Source: an optimization exercise on an open RTL-to-GDS flow (aim: small area). Production flows keep margins and buffers that such runs may drop.
The RTL was checked by simulation tests, not by an equivalence proof against the original design.
Power is estimated from default activity; no workload was simulated.

===== design/flow/run.sh =====
#!/bin/bash
# synth_recipe.tcl (not shown) runs the flow's synth.tcl, then flattens the netlist and writes it again
# the make line also repeats each setting of config.mk as NAME=value (left out here)
make -C /OpenROAD-flow-scripts/flow DESIGN_CONFIG=/design/flow/config.mk WORK_HOME=/design/flow/orfs CLKGATE_MAP_FILE= SYNTH_SCRIPT=/design/flow/synth_recipe.tcl finish

===== design/flow/config.mk =====
export PLATFORM = sky130hd
export DESIGN_NAME = fir_coeff_loader
export DESIGN_NICKNAME = fir_coeff_loader
export VERILOG_FILES = /design/flow/design.v
export SDC_FILE = /design/flow/constraint.sdc
export NUM_CORES = 4
export LEC_CHECK = 0
export CAP_MARGIN = 20
export CORE_AREA = 10 10 630 630
export DIE_AREA = 0 0 640 640
export SLEW_MARGIN = 20

===== design/flow/constraint.sdc =====
create_clock -name core_clock -period 5.0 [get_ports {clk}]
set_input_delay 1.0000 -clock core_clock [delete_from_list [all_inputs] [get_ports {clk}]]
set_output_delay 1.0000 -clock core_clock [all_outputs]
set_load 0.01 [all_outputs]

===== design/flow/design.v =====
package fir_pkg;
    localparam int FIR_FILTER_SIZE = 172;
    localparam int FIR_COEFF_W     = 16;
    localparam int FIR_HALF_TAPS   = FIR_FILTER_SIZE / 2;
    localparam int FIR_PTR_W       = $clog2(FIR_HALF_TAPS);
    typedef enum logic [1:0] {
        IDLE  = 2'd0,
        LOAD  = 2'd1,
        FULL  = 2'd2,
        CHECK = 2'd3
    } fir_state_t;
endpackage
module fir_coeff_bank #(
    parameter  int N  = fir_pkg::FIR_HALF_TAPS,
    parameter  int W  = fir_pkg::FIR_COEFF_W,
    localparam int AW = $clog2(N)
) (
    input  logic            clk,
    input  logic            reset,
    input  logic            wr_en,
    input  logic [AW-1:0]   wr_addr,
    input  logic [W-1:0]    wr_data,
    input  logic            copy_en,
    output logic [N*W-1:0]  bank
);
    logic [W-1:0] shadow [N];
    logic [W-1:0] active [N];
    always_ff @(posedge clk or posedge reset) begin
        if (reset) begin
            for (int unsigned i = 0; i < N; i++) begin
                shadow[i] <= '0;
            end
        end else if (wr_en) begin
            shadow[wr_addr] <= wr_data;
        end
    end
    always_ff @(posedge clk or posedge reset) begin
        if (reset) begin
            for (int unsigned i = 0; i < N; i++) begin
                active[i] <= '0;
            end
        end else if (copy_en) begin
            for (int unsigned i = 0; i < N; i++) begin
                active[i] <= shadow[i];
            end
        end
    end
    always_comb begin
        bank = '0;
        for (int unsigned i = 0; i < N; i++) begin
            bank[i*W +: W] = active[i];
        end
    end
endmodule
module fir_coeff_loader #(
    parameter  int FILTER_SIZE = fir_pkg::FIR_FILTER_SIZE,
    parameter  int COEFF_W     = fir_pkg::FIR_COEFF_W,
    localparam int HALF_TAPS   = FILTER_SIZE / 2,
    localparam int PTR_W       = $clog2(HALF_TAPS)
) (
    input  logic                      clk,
    input  logic                      reset,
    input  logic                      load_start,
    input  logic [COEFF_W-1:0]        coeff_in,
    input  logic                      coeff_valid,
    output logic                      coeff_ready,
    input  logic                      commit,
    output logic [HALF_TAPS*COEFF_W-1:0] coeff_bank,
    output logic                      coeff_update,
    output logic                      bank_full,
    output logic                      load_err
);
    fir_pkg::fir_state_t state, state_nxt;
    logic [PTR_W-1:0]   ptr;
    logic               accept;
    logic               last_word;
    logic               wr_en;
    logic               copy_en;
    logic               ptr_clr;
    logic               err_set;
    logic               upd_set;
    assign coeff_ready = (state == fir_pkg::LOAD);
    assign bank_full = (state == fir_pkg::FULL);
    assign accept    = coeff_valid & coeff_ready;
    assign last_word = (ptr == PTR_W'(HALF_TAPS - 1));
    always_ff @(posedge clk or posedge reset) begin
        if (reset) begin
            state <= fir_pkg::IDLE;
        end else begin
            state <= state_nxt;
        end
    end
    always_comb begin
        state_nxt = state;
        wr_en     = 1'b0;
        copy_en   = 1'b0;
        ptr_clr   = 1'b0;
        err_set   = 1'b0;
        upd_set   = 1'b0;
        case (state)
            fir_pkg::IDLE: begin
                if (load_start) begin
                    state_nxt = fir_pkg::LOAD;
                    ptr_clr   = 1'b1;
                end
            end
            fir_pkg::LOAD: begin
                if (load_start) begin
                    ptr_clr = 1'b1;
                    err_set = 1'b1;
                end else if (accept) begin
                    wr_en = 1'b1;
                    if (last_word) begin
                        ptr_clr   = 1'b1;
                        state_nxt = fir_pkg::FULL;
                    end
                end
            end
            fir_pkg::FULL: begin
                if (commit) begin
                    state_nxt = fir_pkg::IDLE;
                    copy_en   = 1'b1;
                    upd_set   = 1'b1;
                end else if (load_start) begin
                    state_nxt = fir_pkg::LOAD;
                    ptr_clr   = 1'b1;
                end
            end
            default: begin
                state_nxt = fir_pkg::IDLE;
            end
        endcase
    end
    always_ff @(posedge clk or posedge reset) begin
        if (reset) begin
            ptr <= '0;
        end else if (ptr_clr) begin
            ptr <= '0;
        end else if (wr_en) begin
            ptr <= ptr + 1'b1;
        end
    end
    always_ff @(posedge clk or posedge reset) begin
        if (reset) begin
            coeff_update <= 1'b0;
            load_err     <= 1'b0;
        end else begin
            coeff_update <= upd_set;
            load_err     <= err_set;
        end
    end
    fir_coeff_bank #(
        .N (HALF_TAPS),
        .W (COEFF_W)
    ) u_bank (
        .clk     (clk),
        .reset   (reset),
        .wr_en   (wr_en),
        .wr_addr (ptr),
        .wr_data (coeff_in),
        .copy_en (copy_en),
        .bank    (coeff_bank)
    );
endmodule

==> notes.md, run 1 <==
# TYPE chip_impl_metric gauge
chip_impl_metric{name="grt_max_degree",unit=""} 206
chip_impl_metric{name="die_area",unit="mm²"} 0.410
chip_impl_metric{name="global_route.overflow_total",unit=""} 0
chip_impl_info{name="clock_tree.root_cell",value="sky130_fd_sc_hd__clkbuf_16"} 1
chip_impl_metric{name="clock_path_buffers",unit=""} 4
chip_impl_metric{name="whs_path_depth",unit=""} 2
chip_impl_metric{name="cts_repair_resize_count",unit=""} 0
chip_impl_info{name="crit_family",value="buffers and inverters"} 1
chip_impl_metric{name="r2r_setup_slack",unit="ps"} 1460
chip_impl_metric{name="critical_path_depth",unit=""} 2
chip_impl_metric{name="worst-endpoint-required",unit="ps"} 4000
chip_impl_metric{name="dp.final_hpwl",unit="mm"} 250
chip_impl_metric{name="drt_first_iter_violations",unit=""} 5746
chip_impl_info{name="rsz0062_at_grt",value="false"} 1
chip_impl_metric{name="yosys_register_bits",unit=""} 2763
chip_impl_info{name="crit-reg2reg-capture",value="u_bank.shadow[40][2]"} 1
chip_impl_metric{name="crit_path_max_incr_delay",unit="ps"} 920
chip_impl_metric{name="die-width",unit="µm"} 640
chip_impl_info{name="crit_slowest_cell",value="sky130_fd_sc_hd__clkdlybuf4s50_1"} 1
chip_impl_metric{name="cts.sink_count",unit=""} 2763
chip_impl_metric{name="syn_nets",unit=""} 9021
chip_impl_metric{name="grt_use_met3",unit="%"} 3.75
chip_impl_metric{name="avgViaCountPerCell",unit=""} 4.51
chip_impl_metric{name="net_total_in_the_final_layout",unit=""} 10400
chip_impl_info{name="reg2reg_from",value="ptr[0]"} 1
chip_impl_metric{name="number_of_h_tree_levels",unit=""} 5
chip_impl_info{name="crit_path_end_kind",value="output port"} 1
chip_impl_metric{name="timing.reg2reg.worst_path_depth",unit=""} 5
chip_impl_metric{name="rows",unit=""} 227
chip_impl_info{name="critical_path_class",value="flop to output port"} 1
chip_impl_metric{name="drc",unit=""} 0
chip_impl_metric{name="finalHoldViolations",unit=""} 0
chip_impl_info{name="synth.top_cells.by_area",value="sky130_fd_sc_hd__dfrtp_1 (66%), sky130_fd_sc_hd__nand2_1 (15%), sky130_fd_sc_hd__mux2_2 (14%)"} 1
chip_impl_metric{name="max-vdd-ir-drop",unit="V"} 0.000283
chip_impl_metric{name="holdBufCountCts",unit=""} 0
chip_impl_metric{name="layout-drive-gt1-share",unit="%"} 20.5
chip_impl_metric{name="initial_util",unit="%"} 27.3
chip_impl_metric{name="routed_wirelength",unit="mm"} 377
chip_impl_metric{name="max_cap_viol_count",unit=""} 0
chip_impl_metric{name="post-cts-setup-buffers",unit=""} 0
chip_impl_metric{name="final.setup.tns",unit="ps"} 0
chip_impl_metric{name="chipHeight",unit="µm"} 640
chip_impl_metric{name="core",unit="mm²"} 0.383
chip_impl_metric{name="timing_worst_slew_pin_value",unit="ps"} 1320
chip_impl_info{name="global_route.peak_usage_layer",value="met2"} 1
chip_impl_metric{name="synth_warnings",unit=""} 4
chip_impl_info{name="timing.critical_path.from_type",value="flop"} 1
chip_impl_metric{name="first_pass_drt_iterations",unit=""} 5
chip_impl_metric{name="synth_sequential_area_ratio",unit="%"} 66.3
chip_impl_metric{name="syn2layout_area_growth",unit="%"} 29.4
chip_impl_metric{name="layout_filler_cell_count",unit=""} 37800
chip_impl_metric{name="grt_first_pass_wirelength",unit="mm"} 535
chip_impl_metric{name="gp_congestion",unit=""} 0.782
chip_impl_metric{name="crit_buf_inv",unit=""} 1
chip_impl_metric{name="netlist.area_leader.share",unit="%"} 66.3
chip_impl_metric{name="grt.total_usage",unit="%"} 17.7
chip_impl_metric{name="post_synth_num_cell_types",unit=""} 44
chip_impl_info{name="worst_path_cell_trace",value="nor2b_1 > clkdlybuf4s50_1"} 1
chip_impl_metric{name="initial_antenna_violation_count",unit=""} 27
chip_impl_metric{name="grt_pass1_vias",unit=""} 70800
chip_impl_metric{name="io_buffer_count",unit=""} 1400
chip_impl_metric{name="area_occupied_by_multi_input_gates",unit="mm²"} 0.0327
chip_impl_metric{name="maxClockFrequency",unit="MHz"} 271
chip_impl_metric{name="cp_max_fo",unit=""} 5
chip_impl_metric{name="leakage",unit="nW"} 69.7
chip_impl_metric{name="fin_skew",unit="ps"} 64.1
chip_impl_info{name="tritoncts",value="yes"} 1
chip_impl_metric{name="timing.hold.ws",unit="ps"} 425
chip_impl_metric{name="use_met2",unit="%"} 29.0
chip_impl_metric{name="power_density",unit="mW/mm²"} 347
chip_impl_metric{name="setup_viol",unit=""} 0
chip_impl_metric{name="dr_total_vias",unit=""} 70500
chip_impl_metric{name="register_area",unit="mm²"} 0.0691
chip_impl_metric{name="cts-buffers-inserted",unit=""} 308
chip_impl_info{name="yosysTopAreaCell",value="sky130_fd_sc_hd__dfrtp_1"} 1
chip_impl_metric{name="syn-mean-instance-area",unit="µm²"} 11.6
chip_impl_metric{name="data_arrival_time_of_the_critical_path",unit="ps"} 2690
chip_impl_metric{name="design.portCount",unit=""} 1401
chip_impl_metric{name="number_of_max_slew_violations_in_the_final_report",unit=""} 0
chip_impl_metric{name="final.period_utilization",unit="%"} 73.9
chip_impl_metric{name="clk_pin_slew_worst_paths",unit="ps"} 60
chip_impl_metric{name="detail-route-antenna-nets",unit=""} 0
chip_impl_info{name="status",value="finished clean"} 1
chip_impl_metric{name="worstSkewPairLatency",unit="ps"} 920
chip_impl_info{name="min_path_type",value="flop to flop"} 1
chip_impl_metric{name="synth.cell_area",unit="mm²"} 0.104
chip_impl_metric{name="slew_headroom",unit="%"} 12.1
chip_impl_metric{name="global_route.usage.met1",unit="%"} 22.7
chip_impl_info{name="worstHoldStart",value="u_bank.shadow[71][14]"} 1
chip_impl_metric{name="finalWorstPathRequiredPeriod",unit="ps"} 3690
chip_impl_metric{name="detail_route.wl_per_cell",unit="µm"} 24.1
chip_impl_info{name="hold_path_end",value="u_bank.active[71][14]"} 1
chip_impl_metric{name="syn-instance-count",unit=""} 8996
==> cell type report <==
cell class	count	share of cell area (%)
clock buffer	457	6.72
tap	5038	4.67
antenna	15	0.0278
timing repair buffer	1608	12.2
multi-input combinational	5664	24.2
sequential	2763	51.2
inverter	4	0.0195
clock inverter	102	0.938
==> worst max-delay path by stage <==
stage,from,to
finish,state[0],bank_full
global route,state[0],bank_full
floorplan,reset,coeff_update
CTS,state[0],coeff_ready
global placement,load_start,u_bank.shadow[62][11]
detailed placement,load_start,u_bank.shadow[62][8]
==> kinds of logic (layout without fill, tap and decap cells) <==
family	count (synthesis)	in the layout	synth area share (%)
compound gates	5	5	0.0300
xor+xnor	5	5	0.0420
fa+ha+maj	4	4	0.0480
buf+inv	569	2171	2.49
flops	2763	2763	66.3
mux	1376	1376	15.1
other cells	0	15	0
simple gates	4274	4274	16.0
==> stage by stage <==
step | power, mW | std cells | instance area (µm²) | worst slack (ps) | utilization, %
floorplan | 23.6 | 8996 | 104000 | -34440 | -
global placement | 24.1 | 15100 | 125000 | 823 | 32.6
detailed placement | 24.1 | 15100 | 125000 | 793 | 32.6
CTS | 47.4 | 15600 | 135000 | 1050 | 35.3
global route | 48.4 | 15600 | 135000 | 1170 | 35.3
finish | 46.8 | 15700 | 135000 | 1310 | 35.3
==> state kept, by name, summed over array words and instances (netlist names) <==
signal         cells
coeff_update       1
u_bank.shadow   1376
load_err           1
u_bank.active   1376
ptr                7
state              2
==> report_power, final <==
group	switching [mW]	internal, mW	total [mW]
logic	0.943	0.194	1.14
registers	0.0474	22.5	22.5
clock network	9.73	13.5	23.2
==> synth_stat cells, drive strengths merged <==
cell,instances
and2,1
dfrtp,2763
nor2,44
ha,4
and3b,3
nand4,8
nand4bb,1
nor4b,1
or3b,2
inv,4
nand3b,1
clkbuf,386
a21o,1
a21oi,2
and4bb,1
xor2,5
or3,4
and3,8
mux2,1376
buf,179
nand2,4167
a22o,1
nand3,26
nor2b,3
o21ai,1
nor3b,1
and2b,1
nor3,2
==> per-layer routing <==
metal / wire [µm] / vias to the layer above / share of wire, %
met5: 0 / - / 0
met4: 19000 / 0 / 5.0
met3: 24000 / 585 / 6.4
met2: 179000 / 2155 / 47
met1: 156000 / 36500 / 41
li1: - / 31300 / -
==> placed cells by master (no fill, tap or decap), drive strengths merged, types with 2 or more instances in the layout <==
| cell type | netlist | layout |
|---|---|---|
| diode | 0 | 15 |
| nand4 | 8 | 8 |
| nand2 | 4167 | 4167 |
| clkinv | 0 | 61 |
| bufinv | 0 | 15 |
| and3b | 3 | 3 |
| inv | 4 | 16 |
| nand3 | 26 | 26 |
| buf | 179 | 224 |
| dfrtp | 2763 | 2763 |
| and3 | 8 | 8 |
| or3b | 2 | 2 |
| mux2 | 1376 | 1376 |
| xor2 | 5 | 5 |
| clkbuf | 386 | 457 |
| a21oi | 2 | 2 |
| nor3 | 2 | 2 |
| ha | 4 | 4 |
| nor2b | 3 | 3 |
| clkdlybuf4s50 | 0 | 1384 |
| or3 | 4 | 4 |
| clkinvlp | 0 | 14 |
| nor2 | 44 | 44 |
==> worst register-to-register path, delay by kind of cell (launching register included) <==
kind                     cells  cell delay (ps)
AND/OR/NAND/NOR              2             1610
adder cells (fa/ha/maj)      1              790
flip-flops                   1              430
multiplexers                 1              420
buffers and inverters        1              130
==> run 2, diff against run 1 <==
==> design/flow/design.v (replaced) <==
package fir_pkg;
    localparam int FIR_FILTER_SIZE = 172;
    localparam int FIR_COEFF_W     = 16;
    localparam int FIR_HALF_TAPS   = FIR_FILTER_SIZE / 2;
    localparam int FIR_PTR_W       = $clog2(FIR_HALF_TAPS);
    typedef enum logic [1:0] {
        IDLE  = 2'd0,
        LOAD  = 2'd1,
        FULL  = 2'd2,
        CHECK = 2'd3
    } fir_state_t;
endpackage
module fir_coeff_bank #(
    parameter  int N  = fir_pkg::FIR_HALF_TAPS,
    parameter  int W  = fir_pkg::FIR_COEFF_W
) (
    input  logic            clk,
    input  logic            reset,
    input  logic            sh_en,
    input  logic            sh_hold,
    input  logic [W-1:0]    din,
    input  logic            cp_en,
    input  logic            cp_hold,
    output logic [N*W-1:0]  bank
);
    logic [N*W-1:0] shadow;
    logic [N*W-1:0] shadow_in;
    assign shadow_in = {din, shadow[N*W-1:W]};
    always_ff @(posedge clk) begin
        shadow <= (shadow_in & {(N*W){sh_en}}) | (shadow & {(N*W){sh_hold}});
    end
    always_ff @(posedge clk or posedge reset) begin
        if (reset) begin
            bank <= '0;
        end else begin
            bank <= (shadow & {(N*W){cp_en}}) | (bank & {(N*W){cp_hold}});
        end
    end
endmodule
module fir_coeff_loader #(
    parameter  int FILTER_SIZE = fir_pkg::FIR_FILTER_SIZE,
    parameter  int COEFF_W     = fir_pkg::FIR_COEFF_W,
    localparam int HALF_TAPS   = FILTER_SIZE / 2
) (
    input  logic                      clk,
    input  logic                      reset,
    input  logic                      load_start,
    input  logic [COEFF_W-1:0]        coeff_in,
    input  logic                      coeff_valid,
    output logic                      coeff_ready,
    input  logic                      commit,
    output logic [HALF_TAPS*COEFF_W-1:0] coeff_bank,
    output logic                      coeff_update,
    output logic                      bank_full,
    output logic                      load_err
);
    logic       st_load;
    logic       st_full;
    logic [6:0] ptr;
    localparam logic [6:0] PTR_FIRST = 7'd1;
    localparam logic [6:0] PTR_LAST  = 7'b1101100;
    logic last_word;
    logic do_commit;
    logic go_load;
    logic sh_en;
    assign coeff_ready = st_load;
    assign bank_full   = st_full;
    assign last_word   = (ptr == PTR_LAST);
    assign do_commit   = st_full & commit;
    assign go_load     = load_start & ~do_commit;
    always_ff @(posedge clk or posedge reset) begin
        if (reset) begin
            st_load      <= 1'b0;
            st_full      <= 1'b0;
            coeff_update <= 1'b0;
            load_err     <= 1'b0;
        end else begin
            st_load      <= go_load | (st_load & ~(coeff_valid & last_word));
            st_full      <= (st_load & ~load_start & coeff_valid & last_word) |
                            (st_full & ~commit & ~load_start);
            coeff_update <= do_commit;
            load_err     <= st_load & load_start;
        end
    end
    always_ff @(posedge clk) begin
        if (load_start) begin
            ptr <= PTR_FIRST;
        end else if (coeff_valid) begin
            ptr <= {ptr[5:0], ptr[6] ^ ptr[5]};
        end
    end
    assign sh_en = coeff_valid & ~st_full;
    fir_coeff_bank #(
        .N (HALF_TAPS),
        .W (COEFF_W)
    ) u_bank (
        .clk     (clk),
        .reset   (reset),
        .sh_en   (sh_en),
        .sh_hold (~sh_en),
        .din     (coeff_in),
        .cp_en   (do_commit),
        .cp_hold (~do_commit),
        .bank    (coeff_bank)
    );
endmodule
--- a/design/flow/config.mk
+++ b/design/flow/config.mk
@@ -11 +11,2 @@
 export SLEW_MARGIN = 20
+export SYNTH_HIERARCHICAL = 1
==> run 2 against run 1 <==
Net effect:
- still clean
- hold slack lost 42 ps
- power rose by 1.9%
- largest cell class unchanged
- first-iteration DRC count is 2.8% higher
- combinational power grew 18%
- sequential power is 5% higher
- synthesized cell count decreased by 32%
- cell count shrank 19%
- global-route usage is 1.7 points lower
==> notes.md, run 2 <==
# TYPE chip_impl_metric gauge
chip_impl_metric{name="core",unit="mm²"} 0.383
chip_impl_metric{name="timing_worst_slew_pin_value",unit="ps"} 1260
chip_impl_metric{name="cts.sink_count",unit=""} 2763
chip_impl_metric{name="number_of_h_tree_levels",unit=""} 5
chip_impl_info{name="layout_commonest_cell",value="sky130_fd_sc_hd__a22o_1"} 1
chip_impl_info{name="min_path_type",value="primary input to asynchronous set/reset pin"} 1
chip_impl_info{name="yosysTopAreaCell",value="sky130_fd_sc_hd__dfrtp_1"} 1
chip_impl_metric{name="finalWorstPathRequiredPeriod",unit="ps"} 3230
chip_impl_metric{name="leakage",unit="nW"} 50.3
chip_impl_metric{name="totalPowerFinal",unit="mW"} 47.7
chip_impl_metric{name="die_area",unit="mm²"} 0.410
chip_impl_info{name="clock_tree.root_cell",value="sky130_fd_sc_hd__clkbuf_16"} 1
chip_impl_metric{name="syn2layout_area_growth",unit="%"} 31.5
chip_impl_metric{name="place_worst_setup_slack",unit="ps"} 1410
chip_impl_info{name="tritoncts",value="yes"} 1
chip_impl_metric{name="number_of_max_slew_violations_in_the_final_report",unit=""} 0
chip_impl_info{name="status",value="finished clean"} 1
chip_impl_info{name="final_cell_mix",value="sky130_fd_sc_hd__a22o_1 (2753), sky130_fd_sc_hd__clkdlybuf4s50_1 (1400), sky130_fd_sc_hd__dfxtp_1 (1383)"} 1
chip_impl_metric{name="final.setup.tns",unit="ps"} 0
chip_impl_metric{name="syn_nets",unit=""} 6180
chip_impl_metric{name="dp.final_hpwl",unit="mm"} 250
chip_impl_metric{name="grt.total_usage",unit="%"} 16.0
chip_impl_metric{name="layout-drive-gt1-share",unit="%"} 8.36
chip_impl_metric{name="detail-route-antenna-nets",unit=""} 0
chip_impl_metric{name="rows",unit=""} 227
chip_impl_info{name="worst_path_cell_trace",value="clkdlybuf4s50_1"} 1
chip_impl_metric{name="die-width",unit="µm"} 640
chip_impl_metric{name="yosys_register_bits",unit=""} 2763
chip_impl_metric{name="net_total_in_the_final_layout",unit=""} 7418
chip_impl_info{name="crit_family",value="buffers and inverters"} 1
chip_impl_metric{name="crit_path_max_incr_delay",unit="ps"} 980
chip_impl_metric{name="power_density",unit="mW/mm²"} 401
chip_impl_info{name="synth.top_cells.by_area",value="sky130_fd_sc_hd__dfrtp_1 (38%), sky130_fd_sc_hd__dfxtp_1 (31%), sky130_fd_sc_hd__a22o_1 (27%)"} 1
chip_impl_metric{name="synth_sequential_area_ratio",unit="%"} 68.8
chip_impl_metric{name="timing.reg2reg.worst_path_depth",unit=""} 4
chip_impl_metric{name="grt_max_degree",unit=""} 200
chip_impl_info{name="timing.critical_path.from_type",value="flop"} 1
chip_impl_metric{name="initial_util",unit="%"} 23.6
chip_impl_metric{name="routed_wirelength",unit="mm"} 349
chip_impl_info{name="ys_top_cells_by_count",value="sky130_fd_sc_hd__a22o_1 (2753), sky130_fd_sc_hd__dfxtp_1 (1383), sky130_fd_sc_hd__dfrtp_1 (1380)"} 1
chip_impl_metric{name="maxClockFrequency",unit="MHz"} 310
chip_impl_metric{name="data_arrival_time_of_the_critical_path",unit="ps"} 2230
chip_impl_metric{name="timing.hold.ws",unit="ps"} 383
chip_impl_metric{name="drt_first_iter_violations",unit=""} 5905
chip_impl_metric{name="max-vdd-ir-drop",unit="V"} 0.000243
chip_impl_metric{name="cts-buffers-inserted",unit=""} 293
chip_impl_metric{name="cts_repair_resize_count",unit=""} 0
chip_impl_info{name="reg2reg_from",value="st_full"} 1
chip_impl_metric{name="synth-edff-count",unit=""} 0
chip_impl_info{name="crit_slowest_cell",value="sky130_fd_sc_hd__clkdlybuf4s50_1"} 1
chip_impl_info{name="crit_path_end_kind",value="output port"} 1
chip_impl_metric{name="global_route.overflow_total",unit=""} 0
chip_impl_metric{name="clock_path_buffers",unit=""} 4
chip_impl_info{name="ys_dominant_reg_cell",value="sky130_fd_sc_hd__dfxtp_1"} 1
chip_impl_metric{name="ys_async_sr_fraction",unit="%"} 49.9
chip_impl_metric{name="post-cts-setup-buffers",unit=""} 0
chip_impl_metric{name="grt_pass1_vias",unit=""} 61100
chip_impl_metric{name="clk_pin_slew_worst_paths",unit="ps"} 60
chip_impl_metric{name="gp_congestion",unit=""} 0.884
chip_impl_metric{name="design.portCount",unit=""} 1401
chip_impl_metric{name="worstSkewPairLatency",unit="ps"} 900
chip_impl_metric{name="chipHeight",unit="µm"} 640
chip_impl_metric{name="crit_buf_inv",unit=""} 1
chip_impl_metric{name="synth.cell_area",unit="mm²"} 0.0904
chip_impl_metric{name="avgViaCountPerCell",unit=""} 4.88
chip_impl_metric{name="worst_slack",unit="ps"} 1770
chip_impl_metric{name="drc",unit=""} 0
chip_impl_info{name="crit-reg2reg-capture",value="u_bank.bank[954]"} 1
chip_impl_metric{name="slew_headroom",unit="%"} 16.2
chip_impl_metric{name="final.period_utilization",unit="%"} 64.6
chip_impl_metric{name="post_synth_num_cell_types",unit=""} 20
chip_impl_info{name="synthMostInstantiatedCell",value="sky130_fd_sc_hd__a22o_1"} 1
chip_impl_metric{name="initial_antenna_violation_count",unit=""} 6
chip_impl_metric{name="syn-instance-count",unit=""} 6159
chip_impl_metric{name="synth_warnings",unit=""} 8
chip_impl_metric{name="netlist.area_leader.share",unit="%"} 38.2
chip_impl_info{name="rsz0062_at_grt",value="false"} 1
chip_impl_metric{name="detail_route.wl_per_cell",unit="µm"} 27.5
chip_impl_info{name="critical_path_class",value="flop to output port"} 1
chip_impl_metric{name="cp_max_fo",unit=""} 2
chip_impl_metric{name="layout_filler_cell_count",unit=""} 37500
chip_impl_metric{name="io_buffer_count",unit=""} 1400
chip_impl_metric{name="grt_first_pass_wirelength",unit="mm"} 489
chip_impl_metric{name="finalHoldViolations",unit=""} 0
chip_impl_metric{name="syn-mean-instance-area",unit="µm²"} 14.7
chip_impl_metric{name="r2r_setup_slack",unit="ps"} 2500
chip_impl_metric{name="max_cap_viol_count",unit=""} 0
chip_impl_metric{name="dr_total_vias",unit=""} 61900
chip_impl_metric{name="worst-endpoint-required",unit="ps"} 4000
chip_impl_metric{name="setup_viol",unit=""} 0
chip_impl_metric{name="holdBufCountCts",unit=""} 0
chip_impl_metric{name="fin_skew",unit="ps"} 55.2
chip_impl_info{name="layout_top_registers",value="u_bank.bank x1376, u_bank.shadow x1376, ptr x7"} 1
chip_impl_metric{name="first_pass_drt_iterations",unit=""} 5
-- run 2: cell types whose count changed after synthesis, moves of 10 or more --
cell	before	now
sky130_fd_sc_hd__clkbuf_1	386	4
sky130_fd_sc_hd__mux2_2	1293	0
sky130_fd_sc_hd__nand2_1	4155	2
sky130_fd_sc_hd__nor2_4	10	0
sky130_fd_sc_hd__nor2_2	27	0
sky130_fd_sc_hd__dfrtp_1	2763	1380
sky130_fd_sc_hd__buf_2	120	472
sky130_fd_sc_hd__nand3_4	16	0
sky130_fd_sc_hd__buf_6	26	135
sky130_fd_sc_hd__buf_4	27	3
sky130_fd_sc_hd__a22o_1	1	2753
sky130_fd_sc_hd__dfxtp_1	0	1383
sky130_fd_sc_hd__mux2_4	80	0
-- run 2: where the power goes --
part	internal [mW]	switching, mW	leakage (nW)	total [mW]
Sequential	22.8	0.773	30.5	23.6
Combinational	0.562	0.783	14.8	1.34
Clock	13.3	9.47	5.00	22.8
Total	36.7	11.0	50.3	47.7
-- run 2: worst max path at each step --
stage,from,to,cells past startpoint
floorplan,reset,u_bank.bank[0],1
global placement,commit,u_bank.bank[913],6
detailed placement,commit,u_bank.bank[920],6
CTS,st_full,bank_full,1
global route,st_full,bank_full,1
finish,u_bank.bank[9],coeff_bank[9],1
-- run 2: routing by layer --
metal  routed length, µm  share of wire [%]  global-route usage (%)
met1              140000                 40                    19.9
met4               16200                4.6                    6.50
met2              166000                 48                    26.3
met3               26500                7.6                    4.17
met5                  27             0.0077                       0
-- run 2: layout make-up --
type	instances	area, µm²	share of cell area [%]
Clock inverter	125	1740	1.46
Multi-Input combinational cell	2777	24300	20.4
Antenna cell	3	7.51	0.00631
Clock buffer	414	8430	7.09
Timing Repair Buffer	1557	15900	13.4
Tap cell	5038	6300	5.30
Sequential cell	2763	62200	52.3
Inverter	5	37.5	0.0316
-- run 2: kinds of logic after synthesis --
family / share of synthesized area (%)
compound gates: 26.7
xor+xnor: 0.00969
buf+inv: 4.36
mux: 0.0664
simple gates: 0.0858
flops: 68.8
-- run 2: stage by stage --
stage,instance area (µm²),std cells,utilization (%)
3_3_place_gp,109000,12100,28.4
4_1_cts,119000,12700,31.1
3_5_place_dp,109000,12100,28.4
2_1_floorplan,90400,6159,-
6_report,119000,12700,31.1
5_1_grt,119000,12700,31.1
==> run 3, diff against run 2 <==
==> design/flow/flow/run.sh (new file) <==
#!/bin/bash
# Own layout flow: the standard ORFS flow (standard.sh) with
#  - the port buffers taken from the smallest buffer, sky130_fd_sc_hd__buf_1
#    (repair may still resize them), instead of the one buffer_ports picks;
#  - clock tree synthesis settings from flow/cts_args.txt (no dummy loads).
# Each tool's output goes to a log file of its own in this folder; ORFS keeps its
# per-step logs under orfs/logs/.
set -euo pipefail
cd "$(dirname "$0")/.."
{
  echo "export BUFFER_PORTS_ARGS = -buffer_cell sky130_fd_sc_hd__buf_1"
  echo "export CTS_ARGS = $(cat flow/cts_args.txt)"
} >> config.mk
bash standard.sh finish > standard_flow.log 2>&1
==> design/flow/flow/cts_args.txt (new file) <==
-sink_clustering_enable -repair_clock_nets -dont_use_dummy_load
==> design/flow/standard.sh (new file) <==
#!/bin/bash
# synth_recipe.tcl (not shown) runs the flow's synth.tcl, then flattens the netlist and writes it again
# the make line also repeats each setting of config.mk as NAME=value (left out here)
make -C /OpenROAD-flow-scripts/flow DESIGN_CONFIG=/design/flow/config.mk WORK_HOME=/design/flow/orfs CLKGATE_MAP_FILE= SYNTH_SCRIPT=/design/flow/synth_recipe.tcl "${@:-finish}"
--- a/design/flow/config.mk
+++ b/design/flow/config.mk
@@ -8,5 +8,8 @@
 export CAP_MARGIN = 20
-export CORE_AREA = 10 10 630 630
-export DIE_AREA = 0 0 640 640
+export CORE_AREA = 5 5 405 405
+export DIE_AREA = 0 0 410 410
+export PLACE_DENSITY = 0.72
 export SLEW_MARGIN = 20
 export SYNTH_HIERARCHICAL = 1
+export BUFFER_PORTS_ARGS = -buffer_cell sky130_fd_sc_hd__buf_1
+export CTS_ARGS = -sink_clustering_enable -repair_clock_nets -dont_use_dummy_load
removed: design/flow/run.sh
==> run 3 against run 2 <==
Net effect:
- flip-flop and latch count did not move
- global-route usage rose by 19 points
- utilization rose by 34 points
- largest power group unchanged
==> notes.md, run 3 <==
# TYPE chip_impl_metric gauge
chip_impl_info{name="status",value="finished clean"} 1
chip_impl_metric{name="final.period_utilization",unit="%"} 56.6
chip_impl_metric{name="core",unit="mm²"} 0.159
chip_impl_metric{name="global_route.overflow_total",unit=""} 0
chip_impl_metric{name="chipHeight",unit="µm"} 410
chip_impl_metric{name="gp_congestion",unit=""} 0.942
chip_impl_metric{name="finalWorstPathRequiredPeriod",unit="ps"} 2830
chip_impl_info{name="min_path_type",value="primary input to asynchronous set/reset pin"} 1
chip_impl_metric{name="worst-endpoint-required",unit="ps"} 4000
chip_impl_metric{name="timing_worst_slew_pin_value",unit="ps"} 1190
chip_impl_metric{name="grt_first_pass_wirelength",unit="mm"} 442
chip_impl_metric{name="maxClockFrequency",unit="MHz"} 353
chip_impl_metric{name="power_density",unit="mW/mm²"} 415
chip_impl_info{name="layout_top_registers",value="u_bank.bank x1376, u_bank.shadow x1376, ptr x7"} 1
chip_impl_metric{name="initial_util",unit="%"} 57.0
chip_impl_metric{name="drc",unit=""} 0
chip_impl_metric{name="layout_filler_cell_count",unit=""} 11700
chip_impl_metric{name="post-cts-setup-buffers",unit=""} 0
chip_impl_metric{name="dp.final_hpwl",unit="mm"} 214
chip_impl_metric{name="layout-drive-gt1-share",unit="%"} 5.18
chip_impl_metric{name="routed_wirelength",unit="mm"} 308
chip_impl_info{name="synth.top_cells.by_area",value="sky130_fd_sc_hd__dfrtp_1 (38%), sky130_fd_sc_hd__dfxtp_1 (31%), sky130_fd_sc_hd__a22o_1 (27%)"} 1
chip_impl_info{name="crit_family",value="buffers and inverters"} 1
chip_impl_metric{name="cts.sink_count",unit=""} 2763
chip_impl_metric{name="max-vdd-ir-drop",unit="V"} 0.000348
chip_impl_metric{name="number_of_max_slew_violations_in_the_final_report",unit=""} 0
chip_impl_metric{name="worstSkewPairLatency",unit="ps"} 900
chip_impl_metric{name="syn_nets",unit=""} 6180
chip_impl_info{name="clock_tree.root_cell",value="sky130_fd_sc_hd__clkbuf_16"} 1
chip_impl_metric{name="clock_path_buffers",unit=""} 4
chip_impl_metric{name="net_total_in_the_final_layout",unit=""} 7341
chip_impl_metric{name="setup_viol",unit=""} 0
chip_impl_metric{name="ys_async_sr_fraction",unit="%"} 49.9
chip_impl_metric{name="syn2layout_area_growth",unit="%"} 13.7
chip_impl_metric{name="avgViaCountPerCell",unit=""} 6.67
chip_impl_info{name="crit_path_end_kind",value="output port"} 1
chip_impl_metric{name="fin_skew",unit="ps"} 68.0
chip_impl_metric{name="leakage",unit="nW"} 45.3
chip_impl_metric{name="cts_repair_resize_count",unit=""} 0
chip_impl_info{name="tritoncts",value="yes"} 1
chip_impl_metric{name="grt.total_usage",unit="%"} 35.4
chip_impl_metric{name="drt_first_iter_violations",unit=""} 7826
chip_impl_metric{name="number_of_h_tree_levels",unit=""} 5
chip_impl_info{name="synthMostInstantiatedCell",value="sky130_fd_sc_hd__a22o_1"} 1
chip_impl_info{name="rsz0062_at_grt",value="false"} 1
chip_impl_info{name="crit_slowest_cell",value="sky130_fd_sc_hd__buf_1"} 1
chip_impl_metric{name="yosys_register_bits",unit=""} 2763
chip_impl_metric{name="initial_antenna_violation_count",unit=""} 5
chip_impl_metric{name="grt_max_degree",unit=""} 238
chip_impl_metric{name="slew_headroom",unit="%"} 20.6
chip_impl_metric{name="syn-mean-instance-area",unit="µm²"} 14.7
chip_impl_metric{name="crit_buf_inv",unit=""} 1
chip_impl_info{name="ys_top_cells_by_count",value="sky130_fd_sc_hd__a22o_1 (2753), sky130_fd_sc_hd__dfxtp_1 (1383), sky130_fd_sc_hd__dfrtp_1 (1380)"} 1
chip_impl_info{name="worst_path_cell_trace",value="buf_1"} 1
chip_impl_metric{name="dr_total_vias",unit=""} 62600
chip_impl_metric{name="io_buffer_count",unit=""} 1400
chip_impl_metric{name="post_synth_num_cell_types",unit=""} 20
chip_impl_metric{name="die_area",unit="mm²"} 0.168
chip_impl_metric{name="detail_route.wl_per_cell",unit="µm"} 32.8
chip_impl_metric{name="final.setup.tns",unit="ps"} 0
chip_impl_metric{name="netlist.area_leader.share",unit="%"} 38.2
chip_impl_metric{name="crit_path_max_incr_delay",unit="ps"} 560
chip_impl_metric{name="design.portCount",unit=""} 1401
chip_impl_metric{name="rows",unit=""} 146
chip_impl_metric{name="data_arrival_time_of_the_critical_path",unit="ps"} 1830
chip_impl_metric{name="cts-buffers-inserted",unit=""} 285
chip_impl_info{name="layout_commonest_cell",value="sky130_fd_sc_hd__a22o_1"} 1
chip_impl_metric{name="syn-instance-count",unit=""} 6159
chip_impl_metric{name="post-route-util",unit="%"} 64.8
chip_impl_metric{name="detail-route-antenna-nets",unit=""} 0
chip_impl_metric{name="clk_pin_slew_worst_paths",unit="ps"} 70
chip_impl_metric{name="synth_sequential_area_ratio",unit="%"} 68.8
chip_impl_info{name="ys_dominant_reg_cell",value="sky130_fd_sc_hd__dfxtp_1"} 1
chip_impl_metric{name="holdBufCountCts",unit=""} 0
chip_impl_metric{name="synth-edff-count",unit=""} 0
chip_impl_metric{name="first_pass_drt_iterations",unit=""} 6
chip_impl_info{name="critical_path_class",value="flop to output port"} 1
chip_impl_metric{name="grt_pass1_vias",unit=""} 59500
chip_impl_metric{name="finalHoldViolations",unit=""} 0
chip_impl_metric{name="die-width",unit="µm"} 410
chip_impl_metric{name="synth.cell_area",unit="mm²"} 0.0904
chip_impl_metric{name="synth_warnings",unit=""} 8
chip_impl_info{name="final_cell_mix",value="sky130_fd_sc_hd__a22o_1 (2753), sky130_fd_sc_hd__buf_1 (1400), sky130_fd_sc_hd__dfxtp_1 (1383)"} 1
chip_impl_info{name="timing.critical_path.from_type",value="flop"} 1
chip_impl_metric{name="cp_max_fo",unit=""} 2
chip_impl_info{name="yosysTopAreaCell",value="sky130_fd_sc_hd__dfrtp_1"} 1
chip_impl_metric{name="max_cap_viol_count",unit=""} 0
## run 3: cell counts after synthesis
Identical to the previous run, type by type.
## run 3: cells by family after synthesis
kind of cell / Yosys count / share of synthesized area (%)
AO/OA/AOI/OAI: 2755 / 26.7
XOR/XNOR: 1 / 0.00969
buffers and inverters: 619 / 4.36
flip-flops: 2763 / 68.8
multiplexers: 6 / 0.0664
AND/OR/NAND/NOR: 15 / 0.0858
## run 3: per-stage QoR
| step | total power, mW | worst slack (ps) | instances | hold slack, ps | area [µm²] |
|---|---|---|---|---|---|
| final | 42.7 | 2170 | 9394 | 68.2 | 103000 |
| after global routing | 43.9 | 2080 | 9391 | 41.3 | 103000 |
| after floorplan | 24.7 | -15040 | 6159 | 443 | 90400 |
| after CTS | 42.8 | 2150 | 9389 | 25.0 | 103000 |
| after global placement | 25.1 | 1470 | 9104 | 458 | 95600 |
| after detailed placement | 25.2 | 1400 | 9104 | 456 | 95600 |
## run 3: final timing paths
| kind | endpoint | slack, ps | startpoint | cells past startpoint |
|---|---|---|---|---|
| worst min register to register | u_bank.bank[6] | 440 | u_bank.shadow[6] | 1 |
| worst max-delay path | coeff_bank[993] | 2170 | u_bank.bank[993] | 1 |
| worst max register to register | u_bank.bank[196] | 2210 | st_full | 4 |
| min in group core_clock | u_bank.shadow[1365] | 300 | coeff_in[5] | 2 |
| max in group asynchronous | u_bank.bank[932] | 3450 | reset | 3 |
| worst min-delay path | load_err | 70 | reset | 2 |
## run 3: final cells by class
type                    instances  area [µm²]  share of cell area [%]
clock buffers                 285        7130                    6.94
multi-input cells            2777       24300                    23.6
diodes                          4        10.0                 0.00974
repair buffers               1488        6520                    6.35
well taps                    2072        2590                    2.52
flip-flops and latches       2763       62200                    60.5
inverters                       5        37.5                  0.0365
## run 3: where the power goes
part | internal, mW | total, mW | switching (mW)
Clock | 10.0 | 17.9 | 7.88
Combinational | 0.516 | 1.26 | 0.743
Sequential | 22.8 | 23.5 | 0.687
## run 3: layer usage
metal	track usage (%)	part of all wire [%]	up-vias
li1	-	-	26100
met1	46.3	38	32500
met2	51.3	44	3263
met3	11.2	10	725
met4	22.9	8.0	2
met5	0	0.0042	-
==> run 4, diff against run 3 <==
==> design/flow/flow/cts_args.txt (replaced) <==
-sink_clustering_enable -repair_clock_nets -dont_use_dummy_load -buf_list {sky130_fd_sc_hd__clkbuf_8} -sink_clustering_size 18 -sink_clustering_max_diameter 40
--- a/design/flow/config.mk
+++ b/design/flow/config.mk
@@ -14,2 +14,2 @@
 export BUFFER_PORTS_ARGS = -buffer_cell sky130_fd_sc_hd__buf_1
-export CTS_ARGS = -sink_clustering_enable -repair_clock_nets -dont_use_dummy_load
+export CTS_ARGS = -sink_clustering_enable -repair_clock_nets -dont_use_dummy_load -buf_list {sky130_fd_sc_hd__clkbuf_8} -sink_clustering_size 18 -sink_clustering_max_diameter 40
==> run 4 against run 3 <==
Net effect:
- register-to-register slack is essentially flat
- largest cell class unchanged
- flip-flop and latch count unchanged
- still clean on timing, DRC and antenna
- maximum frequency down 4.9%
- sequential share of layout area increased by 1.7 points
- design area shrank 2.8%
==> notes.md, run 4 <==
# TYPE chip_impl_metric gauge
chip_impl_info{name="status",value="finished clean"} 1
chip_impl_metric{name="die_area",unit="mm²"} 0.168
chip_impl_metric{name="rows",unit=""} 146
chip_impl_metric{name="crit_buf_inv",unit=""} 1
chip_impl_metric{name="layout-drive-gt1-share",unit="%"} 5.53
chip_impl_metric{name="initial_util",unit="%"} 57.0
chip_impl_metric{name="area_occupied_by_multi_input_gates",unit="mm²"} 0.0243
chip_impl_metric{name="dr_total_vias",unit=""} 62300
chip_impl_metric{name="number_of_h_tree_levels",unit=""} 5
chip_impl_metric{name="cts-buffers-inserted",unit=""} 313
chip_impl_metric{name="maxClockFrequency",unit="MHz"} 336
chip_impl_metric{name="avgViaCountPerCell",unit=""} 6.61
chip_impl_metric{name="dp.final_hpwl",unit="mm"} 214
chip_impl_metric{name="syn-instance-count",unit=""} 6159
chip_impl_metric{name="register_area",unit="mm²"} 0.0622
chip_impl_metric{name="slew_headroom",unit="%"} 18.9
chip_impl_metric{name="post_synth_num_cell_types",unit=""} 20
chip_impl_info{name="synth_top_family_by_area",value="compound AO/OA/AOI/OAI gates"} 1
chip_impl_metric{name="drt_first_iter_violations",unit=""} 7632
chip_impl_metric{name="grt_max_degree",unit=""} 238
chip_impl_metric{name="synth_xor_xnor_area_share",unit="%"} 0.00969
chip_impl_metric{name="post_synth_fa_ha_maj_area_fraction",unit="%"} 0
chip_impl_metric{name="synth.cell_area",unit="mm²"} 0.0904
chip_impl_metric{name="chipHeight",unit="µm"} 410
chip_impl_info{name="crit_path_end_kind",value="output port"} 1
chip_impl_metric{name="cp_max_fo",unit=""} 2
chip_impl_metric{name="clock_path_buffers",unit=""} 4
chip_impl_metric{name="fraction_of_the_mapped_netlist_area_in_compound_gates",unit="%"} 26.7
chip_impl_info{name="layout_commonest_cell",value="sky130_fd_sc_hd__a22o_1"} 1
chip_impl_info{name="yosysTopAreaCell",value="sky130_fd_sc_hd__dfrtp_1"} 1
chip_impl_metric{name="timing.hold.ws",unit="ps"} 160
chip_impl_metric{name="netlist.area_leader.share",unit="%"} 38.2
chip_impl_metric{name="io_buffer_count",unit=""} 1400
chip_impl_metric{name="design.portCount",unit=""} 1401
chip_impl_info{name="synth.top_cells.by_area",value="sky130_fd_sc_hd__dfrtp_1 (38%), sky130_fd_sc_hd__dfxtp_1 (31%), sky130_fd_sc_hd__a22o_1 (27%)"} 1
chip_impl_metric{name="clk_pin_slew_worst_paths",unit="ps"} 100
chip_impl_metric{name="core",unit="mm²"} 0.159
chip_impl_metric{name="post_synth_and_or_nand_nor_area_fraction",unit="%"} 0.0858
chip_impl_metric{name="final.period_utilization",unit="%"} 59.5
chip_impl_metric{name="initial_antenna_violation_count",unit=""} 6
chip_impl_metric{name="share_of_cell_area_taken_by_muxes_after_synthesis",unit="%"} 0.0664
chip_impl_metric{name="first_pass_drt_iterations",unit=""} 6
chip_impl_metric{name="timing_worst_slew_pin_value",unit="ps"} 1220
chip_impl_metric{name="synth_warnings",unit=""} 8
chip_impl_info{name="worst_path_cell_trace",value="buf_1"} 1
chip_impl_metric{name="max-vdd-ir-drop",unit="V"} 0.000269
chip_impl_metric{name="syn-mean-instance-area",unit="µm²"} 14.7
chip_impl_metric{name="grt_first_pass_wirelength",unit="mm"} 439
chip_impl_metric{name="number_of_max_slew_violations_in_the_final_report",unit=""} 0
chip_impl_info{name="layout_top_registers",value="u_bank.bank x1376, u_bank.shadow x1376, ptr x7"} 1
chip_impl_metric{name="fin_skew",unit="ps"} 111
chip_impl_info{name="min_path_type",value="primary input to flop"} 1
chip_impl_metric{name="die-width",unit="µm"} 410
chip_impl_info{name="final_cell_mix",value="sky130_fd_sc_hd__a22o_1 (2753), sky130_fd_sc_hd__buf_1 (1400), sky130_fd_sc_hd__dfxtp_1 (1383)"} 1
chip_impl_metric{name="data_arrival_time_of_the_critical_path",unit="ps"} 1980
chip_impl_metric{name="syn2layout_area_growth",unit="%"} 10.5
chip_impl_metric{name="routed_wirelength",unit="mm"} 307
chip_impl_info{name="ys_top_cells_by_count",value="sky130_fd_sc_hd__a22o_1 (2753), sky130_fd_sc_hd__dfxtp_1 (1383), sky130_fd_sc_hd__dfrtp_1 (1380)"} 1
chip_impl_metric{name="layout_filler_cell_count",unit=""} 12100
chip_impl_metric{name="crit_path_max_incr_delay",unit="ps"} 460
chip_impl_metric{name="finalHoldViolations",unit=""} 0
chip_impl_metric{name="grt.total_usage",unit="%"} 35.2
chip_impl_info{name="critical_path_class",value="flop to output port"} 1
chip_impl_metric{name="power_density",unit="mW/mm²"} 376
chip_impl_info{name="tritoncts",value="yes"} 1
chip_impl_info{name="crit_family",value="flip-flops"} 1
chip_impl_info{name="clock_tree.root_cell",value="sky130_fd_sc_hd__clkbuf_8"} 1
chip_impl_metric{name="ys_async_sr_fraction",unit="%"} 49.9
chip_impl_info{name="synthMostInstantiatedCell",value="sky130_fd_sc_hd__a22o_1"} 1
chip_impl_metric{name="post-cts-setup-buffers",unit=""} 0
chip_impl_metric{name="detail_route.wl_per_cell",unit="µm"} 32.6
chip_impl_metric{name="cts.sink_count",unit=""} 2763
chip_impl_metric{name="leakage",unit="nW"} 44.1
chip_impl_metric{name="detail-route-antenna-nets",unit=""} 0
chip_impl_metric{name="drc",unit=""} 0
chip_impl_metric{name="synth-edff-count",unit=""} 0
chip_impl_metric{name="grt_pass1_vias",unit=""} 58900
chip_impl_metric{name="setup_viol",unit=""} 0
chip_impl_metric{name="syn_nets",unit=""} 6180
chip_impl_metric{name="synth_sequential_area_ratio",unit="%"} 68.8
chip_impl_metric{name="worst-endpoint-required",unit="ps"} 4000
chip_impl_metric{name="finalWorstPathRequiredPeriod",unit="ps"} 2980
chip_impl_metric{name="net_total_in_the_final_layout",unit=""} 7369
chip_impl_info{name="ys_dominant_reg_cell",value="sky130_fd_sc_hd__dfxtp_1"} 1
chip_impl_metric{name="global_route.overflow_total",unit=""} 0
chip_impl_info{name="crit_slowest_cell",value="sky130_fd_sc_hd__dfrtp_1"} 1
chip_impl_metric{name="final.setup.tns",unit="ps"} 0
chip_impl_info{name="rsz0062_at_grt",value="false"} 1
chip_impl_metric{name="worstSkewPairLatency",unit="ps"} 1040
chip_impl_metric{name="gp_congestion",unit=""} 0.942
chip_impl_info{name="timing.critical_path.from_type",value="flop"} 1
chip_impl_metric{name="max_cap_viol_count",unit=""} 0
chip_impl_metric{name="yosys_register_bits",unit=""} 2763
## run 4: repair_timing
action	in CTS	in global routing
gates resized for setup	0	0
setup endpoints to repair	0	0
endpoints found under the hold margin	4	0
hold buffers	1	0
## run 4: cell families (layout without fill, tap and decap cells)
family          Yosys count  count (layout)
flops                  2763            2763
compound gates         2755            2755
buf+inv                 619            1806
simple gates             15              15
mux                       6               6
xor+xnor                  1               1
other cells               0               3
## run 4: area by class of cell
cell class	instances	area share [%]
Sequential cell	2763	62.2
Multi-Input combinational cell	2777	24.3
Timing Repair Buffer	1488	6.51
Clock buffer	313	4.31
Tap cell	2072	2.59
Inverter	5	0.0376
Antenna cell	3	0.00751
## run 4: per-stage QoR
stage               power [mW]  cells  util [%]  area [µm²]  setup WS [ps]
finish                    37.6   9421      63.0      100000           2020
global route              38.9   9420      63.0      100000           1930
CTS                       37.7   9418      63.0      100000           1950
detailed placement        25.2   9104      60.2       95600           1400
global placement          25.1   9104      60.2       95600           1470
floorplan                 24.7   6159         -       90400         -15040
## run 4: per-layer routing
layer | vias up | share of wire, % | GRT usage (%)
li1 | 26200 | - | -
met1 | 32300 | 39 | 46.3
met2 | 3186 | 44 | 51.2
met3 | 689 | 10 | 11.4
met4 | 6 | 7.5 | 21.4
met5 | - | 0.015 | 0
## run 4: where the power goes
part	switching [mW]	leakage (nW)	internal (mW)
clock network	7.28	2.25	5.57
logic	0.742	11.3	0.514
registers	0.683	30.5	22.8
## run 4: worst paths after layout
check / cells after the start / startpoint / end / slack, ps
max in group asynchronous: 4 / reset / u_bank.bank[669] / 3040
max: 1 / u_bank.bank[710] / coeff_bank[710] / 2020
max reg2reg: 4 / st_full / u_bank.bank[196] / 2210
min: 2 / coeff_in[1] / u_bank.shadow[1361] / 160
min reg2reg: 1 / u_bank.shadow[563] / u_bank.bank[563] / 440
min in group asynchronous: 3 / reset / st_load / 510
==> run 5, diff against run 4 <==
==> design/flow/flow/cts_args.txt (replaced) <==
-sink_clustering_enable -repair_clock_nets -dont_use_dummy_load -buf_list {sky130_fd_sc_hd__clkbuf_16} -sink_clustering_size 28 -sink_clustering_max_diameter 50
--- a/design/flow/config.mk
+++ b/design/flow/config.mk
@@ -14,2 +14,2 @@
 export BUFFER_PORTS_ARGS = -buffer_cell sky130_fd_sc_hd__buf_1
-export CTS_ARGS = -sink_clustering_enable -repair_clock_nets -dont_use_dummy_load -buf_list {sky130_fd_sc_hd__clkbuf_8} -sink_clustering_size 18 -sink_clustering_max_diameter 40
+export CTS_ARGS = -sink_clustering_enable -repair_clock_nets -dont_use_dummy_load -buf_list {sky130_fd_sc_hd__clkbuf_16} -sink_clustering_size 28 -sink_clustering_max_diameter 50
==> run 5 against run 4 <==
Net effect:
- still clean on timing, DRC and antenna
- cell count is 1.4% lower
- power rose by 1.0%
- combinational power about the same
- design area increased by 0.11%
- first-iteration DRC count increased by 7.6%
- register-to-register slack worse by 20 ps
- clock power is 3% higher
- die area did not move
- utilization is 0.072 points higher
- area after synthesis unchanged
- count of clock-buffer cells in the layout is 136 lower
- maximum frequency rose by 4.6%
==> notes.md, run 5 <==
# TYPE chip_impl_metric gauge
chip_impl_info{name="status",value="finished clean"} 1
chip_impl_info{name="worst_path_cell_trace",value="buf_1 > nand2_4 > inv_8 > buf_4 > a22o_1"} 1
chip_impl_metric{name="max-vdd-ir-drop",unit="V"} 0.000340
chip_impl_metric{name="grt_first_pass_wirelength",unit="mm"} 435
chip_impl_metric{name="dp.final_hpwl",unit="mm"} 214
chip_impl_metric{name="leakage",unit="nW"} 44.0
chip_impl_info{name="tritoncts",value="yes"} 1
chip_impl_metric{name="post_synth_num_cell_types",unit=""} 20
chip_impl_metric{name="chipHeight",unit="µm"} 410
chip_impl_metric{name="routed_wirelength",unit="mm"} 304
chip_impl_metric{name="dr_total_vias",unit=""} 61800
chip_impl_metric{name="max_cap_viol_count",unit=""} 0
chip_impl_metric{name="synth.cell_area",unit="mm²"} 0.0904
chip_impl_info{name="final_cell_mix",value="sky130_fd_sc_hd__a22o_1 (2753), sky130_fd_sc_hd__buf_1 (1400), sky130_fd_sc_hd__dfxtp_1 (1383)"} 1
chip_impl_metric{name="fin_skew",unit="ps"} 81.2
chip_impl_metric{name="detail-route-antenna-nets",unit=""} 0
chip_impl_info{name="layout_commonest_cell",value="sky130_fd_sc_hd__a22o_1"} 1
chip_impl_metric{name="syn2layout_area_growth",unit="%"} 10.7
chip_impl_metric{name="layout_filler_cell_count",unit=""} 12000
chip_impl_info{name="synthMostInstantiatedCell",value="sky130_fd_sc_hd__a22o_1"} 1
chip_impl_metric{name="timing_worst_slew_pin_value",unit="ps"} 1310
chip_impl_metric{name="rows",unit=""} 146
chip_impl_metric{name="gp_congestion",unit=""} 0.942
chip_impl_metric{name="finalWorstPathRequiredPeriod",unit="ps"} 2850
chip_impl_metric{name="finalHoldViolations",unit=""} 0
chip_impl_info{name="synth.top_cells.by_area",value="sky130_fd_sc_hd__dfrtp_1 (38%), sky130_fd_sc_hd__dfxtp_1 (31%), sky130_fd_sc_hd__a22o_1 (27%)"} 1
chip_impl_metric{name="cts-buffers-inserted",unit=""} 177
chip_impl_metric{name="number_of_max_slew_violations_in_the_final_report",unit=""} 0
chip_impl_metric{name="first_pass_drt_iterations",unit=""} 6
chip_impl_metric{name="drt_first_iter_violations",unit=""} 8211
chip_impl_metric{name="netlist.area_leader.share",unit="%"} 38.2
chip_impl_metric{name="cts_repair_resize_count",unit=""} 0
chip_impl_metric{name="crit_path_max_incr_delay",unit="ps"} 720
chip_impl_metric{name="final.setup.tns",unit="ps"} 0
chip_impl_metric{name="drc",unit=""} 0
chip_impl_metric{name="net_total_in_the_final_layout",unit=""} 7232
chip_impl_info{name="crit_family",value="buffers and inverters"} 1
chip_impl_info{name="yosysTopAreaCell",value="sky130_fd_sc_hd__dfrtp_1"} 1
chip_impl_metric{name="yosys_register_bits",unit=""} 2763
chip_impl_metric{name="initial_antenna_violation_count",unit=""} 5
chip_impl_info{name="crit_path_start",value="coeff_valid"} 1
chip_impl_metric{name="crit_buf_inv",unit=""} 3
chip_impl_metric{name="grt_max_degree",unit=""} 238
chip_impl_metric{name="post-cts-setup-buffers",unit=""} 0
chip_impl_metric{name="r2r_setup_slack",unit="ps"} 2190
chip_impl_metric{name="grt.total_usage",unit="%"} 34.9
chip_impl_metric{name="number_of_h_tree_levels",unit=""} 4
chip_impl_metric{name="holdBufCountCts",unit=""} 0
chip_impl_metric{name="io_buffer_count",unit=""} 1400
chip_impl_metric{name="global_route.overflow_total",unit=""} 0
chip_impl_metric{name="clk_pin_slew_worst_paths",unit="ps"} 80
chip_impl_metric{name="data_arrival_time_of_the_critical_path",unit="ps"} 3520
chip_impl_info{name="layout_top_registers",value="u_bank.bank x1376, u_bank.shadow x1376, ptr x7"} 1
chip_impl_metric{name="syn-mean-instance-area",unit="µm²"} 14.7
chip_impl_metric{name="syn_nets",unit=""} 6180
chip_impl_info{name="rsz0062_at_grt",value="false"} 1
chip_impl_info{name="clock_tree.root_cell",value="sky130_fd_sc_hd__clkbuf_16"} 1
chip_impl_metric{name="layout-drive-gt1-share",unit="%"} 3.75
chip_impl_metric{name="syn-instance-count",unit=""} 6159
chip_impl_info{name="min_path_type",value="primary input to asynchronous set/reset pin"} 1
chip_impl_info{name="reg2reg_from",value="st_full"} 1
chip_impl_metric{name="register_area",unit="mm²"} 0.0622
chip_impl_metric{name="initial_util",unit="%"} 57.0
chip_impl_metric{name="avgViaCountPerCell",unit=""} 6.65
chip_impl_metric{name="die_area",unit="mm²"} 0.168
chip_impl_metric{name="cts.sink_count",unit=""} 2763
chip_impl_metric{name="maxClockFrequency",unit="MHz"} 351
chip_impl_info{name="ys_top_cells_by_count",value="sky130_fd_sc_hd__a22o_1 (2753), sky130_fd_sc_hd__dfxtp_1 (1383), sky130_fd_sc_hd__dfrtp_1 (1380)"} 1
chip_impl_info{name="critical_path_class",value="primary input to flop"} 1
chip_impl_metric{name="worst-endpoint-required",unit="ps"} 5680
chip_impl_info{name="timing.critical_path.from_type",value="primary input"} 1
chip_impl_metric{name="synth-edff-count",unit=""} 0
chip_impl_metric{name="synth_warnings",unit=""} 8
chip_impl_metric{name="final.period_utilization",unit="%"} 56.9
chip_impl_info{name="crit_path_end_kind",value="flop"} 1
chip_impl_metric{name="clock_path_buffers",unit=""} 3
chip_impl_metric{name="core",unit="mm²"} 0.159
chip_impl_metric{name="timing.hold.ws",unit="ps"} 165
chip_impl_metric{name="detail_route.wl_per_cell",unit="µm"} 32.7
chip_impl_metric{name="cp_max_fo",unit=""} 98
chip_impl_metric{name="synth_sequential_area_ratio",unit="%"} 68.8
chip_impl_metric{name="slew_headroom",unit="%"} 12.5
chip_impl_info{name="ys_dominant_reg_cell",value="sky130_fd_sc_hd__dfxtp_1"} 1
chip_impl_metric{name="setup_viol",unit=""} 0
chip_impl_metric{name="die-width",unit="µm"} 410
chip_impl_metric{name="worstSkewPairLatency",unit="ps"} 810
chip_impl_metric{name="ys_async_sr_fraction",unit="%"} 49.9
chip_impl_metric{name="power_density",unit="mW/mm²"} 379
chip_impl_metric{name="design.portCount",unit=""} 1401
chip_impl_metric{name="area_occupied_by_multi_input_gates",unit="mm²"} 0.0243
chip_impl_metric{name="grt_pass1_vias",unit=""} 58000
chip_impl_info{name="crit_slowest_cell",value="sky130_fd_sc_hd__inv_8"} 1
-- run 5: layout make-up --
class	instances	area share, %
Antenna cell	4	0.0100
Clock buffer	177	4.43
Inverter	5	0.0375
Multi-Input combinational cell	2777	24.3
Sequential cell	2763	62.2
Tap cell	2072	2.59
Timing Repair Buffer	1487	6.49
-- run 5: path summary, 6_finish.rpt --
path                                             to  depth (start not counted)
min in group core_clock         u_bank.shadow[1363]                          2
worst min register to register       u_bank.bank[6]                          1
max in group asynchronous          u_bank.bank[963]                          3
worst max-delay path             u_bank.shadow[586]                          5
worst min-delay path                        st_full                          2
worst max register to register      u_bank.bank[41]                          4
-- run 5: logic make-up (layout without fill, tap and decap cells) --
| group | Yosys count | after routing | synth area share (%) |
|---|---|---|---|
| XOR/XNOR | 1 | 1 | 0.00969 |
| other | 0 | 4 | 0 |
| AND/OR/NAND/NOR | 15 | 15 | 0.0858 |
| buffers and inverters | 619 | 1669 | 4.36 |
| multiplexers | 6 | 6 | 0.0664 |
| AO/OA/AOI/OAI | 2755 | 2755 | 26.7 |
| flip-flops | 2763 | 2763 | 68.8 |
-- run 5: layer usage --
layer / vias up / global-route usage [%] / wire, µm
li1: 25900 / - / -
met1: 32100 / 46.1 / 117000
met2: 3051 / 51.2 / 134000
met3: 624 / 10.7 / 30200
met4: 2 / 20.5 / 22400
met5: - / 0 / 7
-- run 5: power by group --
part,leakage (nW),switching (mW),internal (mW)
logic,11.3,0.742,0.513
registers,30.5,0.683,22.8
clock network,2.18,6.99,6.25
-- run 5: through the flow --
step / cells / instance area, µm² / power (mW) / worst slack (ps) / util (%)
2_1_floorplan: 6159 / 90400 / 24.7 / -15040 / -
3_3_place_gp: 9104 / 95600 / 25.1 / 1470 / 60.2
3_5_place_dp: 9104 / 95600 / 25.2 / 1400 / 60.2
4_1_cts: 9281 / 100000 / 38.1 / 2210 / 63.0
5_1_grt: 9282 / 100000 / 39.1 / 2050 / 63.0
6_report: 9285 / 100000 / 38.0 / 2150 / 63.0

## what the ideal ports hide
Ports are ideal in the flow. The routed layouts listed here were re-timed in OpenROAD.
Step 1, drivers: a clkbuf_16 drives clk and a buf_2 each remaining input, both assumed.
Step 2, shift: input delay + t, output delay - t, t = (earliest + latest rising clock arrival at the registers) / 2. This alone moves slack from input paths to output paths.
Slacks: ideal / step 1 / step 2; pairs: ideal / step 1.
run | shift t [ns] | setup WS [ns] | hold slack, ns | worst register clock-pin slew, ns | pins driven straight from the clock port
run 1 | 0.998 | 1.306 / 1.192 / 0.840 | 0.425 / 0.404 / 0.425 | 0.08 / 0.08 | 1
run 2 | 0.981 | 1.769 / 1.656 / 1.295 | 0.383 / 0.296 / 0.475 | 0.07 / 0.07 | 1
run 3 | 0.960 | 2.170 / 2.082 / 1.270 | 0.068 / 0.006 / 0.439 | 0.07 / 0.07 | 1
run 4 | 1.086 | 2.023 / 1.938 / 1.270 | 0.160 / 0.124 / 0.438 | 0.11 / 0.11 | 1
run 5 | 0.872 | 2.153 / 2.115 / 1.268 | 0.165 / 0.102 / 0.461 | 0.11 / 0.11 | 1
After both steps every run listed still meets setup and hold. The setup slack of run 3, which loses most, moves by -0.088 ns with the drivers and by -0.900 ns with both steps.
